From an optimization exercise on the open Yosys and OpenROAD flow, aimed at small area, a short achievable clock period and few clock cycles per item; shortcuts taken in it are not production practice. At most, simulation tests tie the RTL to the original design; equivalence was not proved.

== AL ==
==> module int_to_balanced_ternary_core, before the edit <==
module int_to_balanced_ternary_core (
   input  logic                                    clock,
   input  logic                                    reset,
   input  logic                                    start,
   output logic                                    busy,
   input  logic signed [itbt_pkg::VALUE_WIDTH-1:0] req_value,
   output logic                                    rsp_strobe,
   output logic signed [1:0]                       rsp_trit,
   output logic                                    rsp_last_trit
);
   logic signed [QW-1:0] q_ff;
   logic                 pos_ff;       
   logic                 neg_ff;       
   logic                 nz_ff;        
   logic [4:0]           j_ff;         
   logic                 busy_ff;      
   logic                 strobe_ff;    
   logic                 started_ff;   
   logic [QW-1:0]        q_next;
   logic [QW-1:0]        t_pos;
   logic [QW-1:0]        t_neg;
   logic                 pos_next;
   logic                 neg_next;
   logic                 in_pos;
   logic                 in_neg;
   logic                 load;
   function automatic logic ge_var(input logic [QW-1:0] a, input logic [QW-1:0] b);
      logic [63:0] gt;
      logic [63:0] eq;
      for (int i = 0; i < 64; i++) begin
         gt[i] = 1'b0;
         eq[i] = 1'b1;
      end
      for (int i = 0; i < QW - 1; i++) begin
         gt[i] = a[i] & ~b[i];
         eq[i] = a[i] | ~b[i];
      end
      gt[QW-1] = ~a[QW-1] & b[QW-1];
      eq[QW-1] = ~a[QW-1] | b[QW-1];
      for (int l = 0; l < 6; l++)
         for (int i = 0; i < 32; i++)
            if (i < (32 >> l)) begin
               gt[i] = gt[2*i+1] | (eq[2*i+1] & gt[2*i]);
               eq[i] = eq[2*i+1] & eq[2*i];
            end
      ge_var = gt[0] | eq[0];
   endfunction
   function automatic logic ge_chain(input logic [QW-1:0] a, input logic [QW-1:0] b);
      logic r;
      r = 1'b1;
      for (int i = 0; i < QW - 1; i++)
         r = (a[i] & ~b[i]) | ((a[i] | ~b[i]) & r);
      ge_chain = (~a[QW-1] & b[QW-1]) | ((~a[QW-1] | b[QW-1]) & r);
   endfunction
   always_comb begin
      logic [QW-1:0] x;
      logic [QW-1:0] s;
      logic [QW-1:0] c;
      logic [QW-1:0] b;
      logic [QW-1:0] p;
      logic [QW-1:0] gg;
      logic [QW-1:0] pp;
      logic [QW-1:0] kp;
      logic [QW-1:0] kn;
      kp = -POW21;
      kn = POW21;
      for (int i = 0; i < QW; i++)
         x[i] = (kp[i] & kn[i]) ? nz_ff : (kp[i] ? pos_ff : (kn[i] ? neg_ff : 1'b0));
      for (int i = 0; i < QW; i++) begin
         s[i] = q_ff[i] ^ (i > 0 ? q_ff[i-1] : 1'b0) ^ x[i];
         c[i] = (i > 0) ? ((q_ff[i] & q_ff[i-1]) | (q_ff[i] & x[i]) | (q_ff[i-1] & x[i])) : (q_ff[i] & x[i]);
      end
      b  = {c[QW-2:0], 1'b0};
      p  = s ^ b;
      gg = s & b;
      pp = p;
      for (int l = 0; (1 << l) < QW; l++)
         for (int i = 0; i < QW; i++)
            if (((i >> l) & 1) == 1) begin
               gg[i] = gg[i] | (pp[i] & gg[((i >> l) << l) - 1]);
               pp[i] = pp[i] & pp[((i >> l) << l) - 1];
            end
      for (int i = 0; i < QW; i++)
         q_next[i] = p[i] ^ (i > 0 ? gg[i-1] : 1'b0);
   end
   always_comb begin
      logic [QW-1:0] pp_;
      logic [QW-1:0] pn_;
      logic [QW-1:0] pz_;
      logic [QW-1:0] np_;
      logic [QW-1:0] nn_;
      logic [QW-1:0] nz_;
      pp_ = B_POS_P;
      pn_ = B_POS_N;
      pz_ = B_POS_Z;
      np_ = B_NEG_P + 1'b1;
      nn_ = B_NEG_N + 1'b1;
      nz_ = B_NEG_Z + 1'b1;
      for (int i = 0; i < QW; i++) begin
         t_pos[i] = (pp_[i] & pos_ff) | (pn_[i] & neg_ff) | (pz_[i] & ~nz_ff);
         t_neg[i] = (np_[i] & pos_ff) | (nn_[i] & neg_ff) | (nz_[i] & ~nz_ff);
      end
   end
   assign pos_next = ge_chain(q_ff, t_pos);
   assign neg_next = ~ge_chain(q_ff, t_neg);
   assign in_pos = ge_var({{(QW-VALUE_WIDTH){req_value[VALUE_WIDTH-1]}}, req_value}, {{(QW-VALUE_WIDTH){HI[VALUE_WIDTH-1]}}, HI});
   assign in_neg = ge_var(-{{(QW-VALUE_WIDTH){HI[VALUE_WIDTH-1]}}, HI}, {{(QW-VALUE_WIDTH){req_value[VALUE_WIDTH-1]}}, req_value});
   assign load = start & ~busy_ff;
   always_ff @(posedge clock) begin
      if (reset) begin
         busy_ff   <= 1'b0;
         strobe_ff <= 1'b0;
      end else if (load) begin
         busy_ff   <= 1'b1;
         strobe_ff <= in_pos | in_neg;
      end else if (busy_ff) begin
         busy_ff   <= (j_ff != 5'd1);
         strobe_ff <= started_ff | nz_ff | pos_next | neg_next | (j_ff == 5'd1);
      end else begin
         busy_ff   <= 1'b0;
         strobe_ff <= 1'b0;
      end
   end
   always_ff @(posedge clock) begin
      if (load) begin
         q_ff       <= {{(QW-VALUE_WIDTH){req_value[VALUE_WIDTH-1]}}, req_value};
         pos_ff     <= in_pos;
         neg_ff     <= in_neg;
         nz_ff      <= in_pos | in_neg;
         j_ff       <= 5'd20;
         started_ff <= 1'b0;
      end else begin
         q_ff       <= q_next;
         pos_ff     <= pos_next;
         neg_ff     <= neg_next;
         nz_ff      <= pos_next | neg_next;
         j_ff       <= j_ff - 5'd1;
         started_ff <= started_ff | nz_ff;
      end
   end
   assign busy          = busy_ff;
   assign rsp_strobe    = strobe_ff;
   assign rsp_trit      = {neg_ff, nz_ff};
   assign rsp_last_trit = (j_ff == 5'd0);
endmodule
export LEC_CHECK = 0
export ABC_AREA = 1
export CAP_MARGIN = 20
export CORE_MARGIN = 2
export CORE_UTILIZATION = 40
export SETUP_SLACK_MARGIN = 5
export SLEW_MARGIN = 20
create_clock -name core_clock -period 8.5 [get_ports {clock}]
standard.sh (not shown) runs the stock make flow with config.mk's settings and CLKGATE_MAP_FILE= SYNTH_SCRIPT=/design/flow/synth_recipe.tcl, a recipe that flattens the netlist after the stock synthesis.
==> flow/flow/run.sh <==
#!/bin/bash
# Standard layout, with four changes: adders are left to ABC instead of being mapped to
# full/half adder cells, ABC's area script maps with plain "map" (flow/abc_area.script),
# the port buffers are the smallest buffer, and the clock tree uses small clock buffers
# without dummy loads.
set -euo pipefail
rm -rf scripts
cp -r "$FLOW_HOME/scripts" scripts
cp flow/abc_area.script scripts/abc_area.script
bash standard.sh ADDER_MAP_FILE= SCRIPTS_DIR="$PWD/scripts" \
   "BUFFER_PORTS_ARGS=-buffer_cell sky130_fd_sc_hd__buf_1" \
   "CTS_ARGS=-sink_clustering_enable -repair_clock_nets -dont_use_dummy_load -buf_list {sky130_fd_sc_hd__clkbuf_2 sky130_fd_sc_hd__clkbuf_4 sky130_fd_sc_hd__clkbuf_8} -root_buf sky130_fd_sc_hd__clkbuf_8" \
   finish > standard_flow.log 2>&1
==> flow/flow/abc_area.script <==
strash
dch
map
topo
stime -c
buffer -c
upsize -c
dnsize -c
Testbench counts of AL, summed over its fixed seeds: cycles 50,408, conversions 2,400.
Modified inputs, MS compared to AL
--- a/flow/design.v
+++ b/flow/design.v
@@ -37,29 +37,8 @@
    logic                 neg_next;
    logic                 in_pos;
    logic                 in_neg;
    logic                 load;
-   function automatic logic ge_var(input logic [QW-1:0] a, input logic [QW-1:0] b);
-      logic [63:0] gt;
-      logic [63:0] eq;
-      for (int i = 0; i < 64; i++) begin
-         gt[i] = 1'b0;
-         eq[i] = 1'b1;
-      end
-      for (int i = 0; i < QW - 1; i++) begin
-         gt[i] = a[i] & ~b[i];
-         eq[i] = a[i] | ~b[i];
-      end
-      gt[QW-1] = ~a[QW-1] & b[QW-1];
-      eq[QW-1] = ~a[QW-1] | b[QW-1];
-      for (int l = 0; l < 6; l++)
-         for (int i = 0; i < 32; i++)
-            if (i < (32 >> l)) begin
-               gt[i] = gt[2*i+1] | (eq[2*i+1] & gt[2*i]);
-               eq[i] = eq[2*i+1] & eq[2*i];
-            end
-      ge_var = gt[0] | eq[0];
-   endfunction
    function automatic logic ge_chain(input logic [QW-1:0] a, input logic [QW-1:0] b);
       logic r;
       r = 1'b1;
       for (int i = 0; i < QW - 1; i++)
@@ -116,10 +95,10 @@
       end
    end
    assign pos_next = ge_chain(q_ff, t_pos);
    assign neg_next = ~ge_chain(q_ff, t_neg);
-   assign in_pos = ge_var({{(QW-VALUE_WIDTH){req_value[VALUE_WIDTH-1]}}, req_value}, {{(QW-VALUE_WIDTH){HI[VALUE_WIDTH-1]}}, HI});
-   assign in_neg = ge_var(-{{(QW-VALUE_WIDTH){HI[VALUE_WIDTH-1]}}, HI}, {{(QW-VALUE_WIDTH){req_value[VALUE_WIDTH-1]}}, req_value});
+   assign in_pos = ge_chain({{(QW-VALUE_WIDTH){req_value[VALUE_WIDTH-1]}}, req_value}, {{(QW-VALUE_WIDTH){HI[VALUE_WIDTH-1]}}, HI});
+   assign in_neg = ge_chain(-{{(QW-VALUE_WIDTH){HI[VALUE_WIDTH-1]}}, HI}, {{(QW-VALUE_WIDTH){req_value[VALUE_WIDTH-1]}}, req_value});
    assign load = start & ~busy_ff;
    always_ff @(posedge clock) begin
       if (reset) begin
          busy_ff   <= 1'b0;
### Flow results
Delta (MS minus AL): final hold slack rose 0.0075 ns; cell area +about 0.8%. In MS the non-clock buffer count turned out 1 higher than in AL. NOTE number of global-route vias before repair AL->MS increased by a few percent. Diff AL -> MS: number of max-cap violations shows no meaningful change, synthesized area shows no meaningful change, hold-critical path depth shows a reduction of 1, required arrival time at the worst endpoint shows an increase of 0.04 ns. AL -> MS: number of fill cells in the layout decreased slightly. MS: total routed wirelength is 3.3% lower than what AL reported.
Only the layout flow was run in MS; the RTL was not checked for function there.

---

the reference run:
The RTL this note starts from:
==> flow/design.v <==
package itbt_pkg;
   localparam int VALUE_WIDTH = 32;
   localparam int MAX_TRITS   = 21;
   localparam int QW = 34;
   localparam logic [QW-1:0] POW21 = 34'd10460353203;
   localparam logic signed [VALUE_WIDTH-1:0] HI = 32'sd1743392201;
   localparam logic signed [QW-1:0] B_POS_Z =  34'sd581130734;
   localparam logic signed [QW-1:0] B_NEG_Z = -34'sd581130734;
   localparam logic signed [QW-1:0] B_POS_P =  34'sd4067915135;
   localparam logic signed [QW-1:0] B_NEG_P =  34'sd2905653667;
   localparam logic signed [QW-1:0] B_POS_N = -34'sd2905653667;
   localparam logic signed [QW-1:0] B_NEG_N = -34'sd4067915135;
endpackage
import itbt_pkg::*;
module int_to_balanced_ternary_core (
   input  logic                                    clock,
   input  logic                                    reset,
   input  logic                                    start,
   output logic                                    busy,
   input  logic signed [itbt_pkg::VALUE_WIDTH-1:0] req_value,
   output logic                                    rsp_strobe,
   output logic signed [1:0]                       rsp_trit,
   output logic                                    rsp_last_trit
);
   logic signed [QW-1:0] q_ff;
   logic                 pos_ff;       
   logic                 neg_ff;       
   logic                 nz_ff;        
   logic [4:0]           j_ff;         
   logic                 busy_ff;      
   logic                 last_ff;      
   logic                 strobe_ff;    
   logic                 started_ff;   
   logic [QW-1:0]        q_next;
   logic [QW-1:0]        t_pos;
   logic [QW-1:0]        t_neg;
   logic                 pos_next;
   logic                 neg_next;
   logic                 in_pos;
   logic                 in_neg;
   logic                 load;
   function automatic logic ge_var(input logic [QW-1:0] a, input logic [QW-1:0] b);
      logic [63:0] gt;
      logic [63:0] eq;
      for (int i = 0; i < 64; i++) begin
         gt[i] = 1'b0;
         eq[i] = 1'b1;
      end
      for (int i = 0; i < QW - 1; i++) begin
         gt[i] = a[i] & ~b[i];
         eq[i] = a[i] | ~b[i];
      end
      gt[QW-1] = ~a[QW-1] & b[QW-1];
      eq[QW-1] = ~a[QW-1] | b[QW-1];
      for (int l = 0; l < 6; l++)
         for (int i = 0; i < 32; i++)
            if (i < (32 >> l)) begin
               gt[i] = gt[2*i+1] | (eq[2*i+1] & gt[2*i]);
               eq[i] = eq[2*i+1] & eq[2*i];
            end
      ge_var = gt[0] | eq[0];
   endfunction
   function automatic logic ge_chain(input logic [QW-1:0] a, input logic [QW-1:0] b);
      logic r;
      r = 1'b1;
      for (int i = 0; i < QW - 1; i++)
         r = (a[i] & ~b[i]) | ((a[i] | ~b[i]) & r);
      ge_chain = (~a[QW-1] & b[QW-1]) | ((~a[QW-1] | b[QW-1]) & r);
   endfunction
   always_comb begin
      logic [QW-1:0] x;
      logic [QW-1:0] s;
      logic [QW-1:0] c;
      logic [QW-1:0] b;
      logic [QW-1:0] p;
      logic [QW-1:0] gg;
      logic [QW-1:0] pp;
      logic [QW-1:0] kp;
      logic [QW-1:0] kn;
      kp = -POW21;
      kn = POW21;
      for (int i = 0; i < QW; i++)
         x[i] = (kp[i] & kn[i]) ? nz_ff : (kp[i] ? pos_ff : (kn[i] ? neg_ff : 1'b0));
      for (int i = 0; i < QW; i++) begin
         s[i] = q_ff[i] ^ (i > 0 ? q_ff[i-1] : 1'b0) ^ x[i];
         c[i] = (i > 0) ? ((q_ff[i] & q_ff[i-1]) | (q_ff[i] & x[i]) | (q_ff[i-1] & x[i])) : (q_ff[i] & x[i]);
      end
      b  = {c[QW-2:0], 1'b0};
      p  = s ^ b;
      gg = s & b;
      pp = p;
      for (int l = 0; (1 << l) < QW; l++)
         for (int i = 0; i < QW; i++)
            if (((i >> l) & 1) == 1) begin
               gg[i] = gg[i] | (pp[i] & gg[((i >> l) << l) - 1]);
               pp[i] = pp[i] & pp[((i >> l) << l) - 1];
            end
      for (int i = 0; i < QW; i++)
         q_next[i] = p[i] ^ (i > 0 ? gg[i-1] : 1'b0);
   end
   always_comb begin
      logic [QW-1:0] pp_;
      logic [QW-1:0] pn_;
      logic [QW-1:0] pz_;
      logic [QW-1:0] np_;
      logic [QW-1:0] nn_;
      logic [QW-1:0] nz_;
      pp_ = B_POS_P;
      pn_ = B_POS_N;
      pz_ = B_POS_Z;
      np_ = B_NEG_P;
      nn_ = B_NEG_N;
      nz_ = B_NEG_Z;
      for (int i = 0; i < QW; i++) begin
         t_pos[i] = (pp_[i] & pos_ff) | (pn_[i] & neg_ff) | (pz_[i] & ~nz_ff);
         t_neg[i] = (np_[i] & pos_ff) | (nn_[i] & neg_ff) | (nz_[i] & ~nz_ff);
      end
   end
   assign pos_next = ge_chain(q_ff, t_pos);
   assign neg_next = ge_chain(t_neg, q_ff);
   assign in_pos = ge_var(QW'(req_value), QW'(HI));
   assign in_neg = ge_var(-QW'(HI), QW'(req_value));
   assign load = start & ~busy_ff;
   always_ff @(posedge clock) begin
      if (reset) begin
         busy_ff   <= 1'b0;
         last_ff   <= 1'b0;
         strobe_ff <= 1'b0;
      end else if (load) begin
         busy_ff   <= 1'b1;
         last_ff   <= 1'b0;
         strobe_ff <= in_pos | in_neg;
      end else if (busy_ff) begin
         busy_ff   <= (j_ff != 5'd1);
         last_ff   <= (j_ff == 5'd1);
         strobe_ff <= started_ff | nz_ff | pos_next | neg_next | (j_ff == 5'd1);
      end else begin
         busy_ff   <= 1'b0;
         last_ff   <= 1'b0;
         strobe_ff <= 1'b0;
      end
   end
   always_ff @(posedge clock) begin
      if (load) begin
         q_ff       <= QW'(req_value);
         pos_ff     <= in_pos;
         neg_ff     <= in_neg;
         nz_ff      <= in_pos | in_neg;
         j_ff       <= 5'd20;
         started_ff <= 1'b0;
      end else begin
         q_ff       <= q_next;
         pos_ff     <= pos_next;
         neg_ff     <= neg_next;
         nz_ff      <= pos_next | neg_next;
         j_ff       <= j_ff - 5'd1;
         started_ff <= started_ff | nz_ff;
      end
   end
   assign busy          = busy_ff;
   assign rsp_strobe    = strobe_ff;
   assign rsp_trit      = {neg_ff, nz_ff};
   assign rsp_last_trit = last_ff;
endmodule
==> flow/config.mk <==
export PLATFORM = sky130hd
export DESIGN_NAME = int_to_balanced_ternary_core
export DESIGN_NICKNAME = int_to_balanced_ternary_core
export VERILOG_FILES = /design/flow/design.v
export SDC_FILE = /design/flow/constraint.sdc
export NUM_CORES = 4
export LEC_CHECK = 0
export ABC_AREA = 1
export CAP_MARGIN = 20
export CORE_MARGIN = 2
export CORE_UTILIZATION = 40
export SETUP_SLACK_MARGIN = 5
export SLEW_MARGIN = 20
==> flow/constraint.sdc <==
create_clock -name core_clock -period 8.5 [get_ports {clock}]
set_input_delay 1.7000 -clock core_clock [delete_from_list [all_inputs] [get_ports {clock}]]
set_output_delay 1.7000 -clock core_clock [all_outputs]
set_load 0.01 [all_outputs]
==> flow/flow/run.sh <==
#!/bin/bash
# Standard layout, with two changes: adders are left to ABC instead of being mapped to
# full/half adder cells, and the port buffers are the smallest buffer.
set -euo pipefail
bash standard.sh ADDER_MAP_FILE= "BUFFER_PORTS_ARGS=-buffer_cell sky130_fd_sc_hd__buf_1" finish > standard_flow.log 2>&1
Inputs modified between the reference run and the trial run:
diff --git a/flow/design.v b/flow/design.v
--- a/flow/design.v
+++ b/flow/design.v
@@ -60,13 +60,6 @@
             end
       ge_var = gt[0] | eq[0];
    endfunction
-   function automatic logic ge_chain(input logic [QW-1:0] a, input logic [QW-1:0] b);
-      logic r;
-      r = 1'b1;
-      for (int i = 0; i < QW - 1; i++)
-         r = (a[i] & ~b[i]) | ((a[i] | ~b[i]) & r);
-      ge_chain = (~a[QW-1] & b[QW-1]) | ((~a[QW-1] | b[QW-1]) & r);
-   endfunction
    always_comb begin
       logic [QW-1:0] x;
       logic [QW-1:0] s;
@@ -116,8 +109,8 @@
          t_neg[i] = (np_[i] & pos_ff) | (nn_[i] & neg_ff) | (nz_[i] & ~nz_ff);
       end
    end
-   assign pos_next = ge_chain(q_ff, t_pos);
-   assign neg_next = ge_chain(t_neg, q_ff);
+   assign pos_next = ge_var(q_ff, t_pos);
+   assign neg_next = ge_var(t_neg, q_ff);
    assign in_pos = ge_var(QW'(req_value), QW'(HI));
    assign in_neg = ge_var(-QW'(HI), QW'(req_value));
    assign load = start & ~busy_ff;
--- outcome ---
In the trial run the via total after detailed routing turned out 1,012 higher than in the reference run. The trial run against the reference run: synthesized cell count went up. Final area is lower on the reference run. Compared with the reference run, the trial run shows area after detailed placement higher by about 10%. Sort the reference run and the trial run by layout overhead on the synthesized area desc -> top: the reference run.
No functional check of the RTL was part of any run of this note.

[port drivers added, routing unchanged]
The flow's constraints put no driver on any port. The routed layouts listed below were extracted and timed again, unchanged, in two steps.
Step 1 sets driving cells, clkbuf_16 on the clock port and buf_2 on the other inputs (assumed; they add their load-dependent delay and slew).
Step 2 also shifts input and output timing later by t, the mid clock arrival at the registers, as if the neighbouring blocks saw the same clock.
a / b / c = ideal ports / drivers / drivers and shift; a / b = the first two.
| run | t, ns | slack for setup (ns) | hold slack, ns |
|---|---|---|---|
| AL | 0.356 | 5.296 / 5.296 / 5.132 | 0.468 / 0.468 / 0.468 |
| MS | 0.351 | 5.183 / 5.195 / 4.844 | 0.475 / 0.475 / 0.475 |
| the reference run | 0.337 | 5.346 / 5.346 / 5.106 | 0.460 / 0.460 / 0.460 |
| the trial run | 0.346 | 5.413 / 5.417 / 5.092 | 0.460 / 0.460 / 0.460 |
After both steps setup and hold are still met in every run listed. For MS, which loses most, drivers alone change the setup slack by +0.012 ns; drivers and shift together by -0.339 ns.
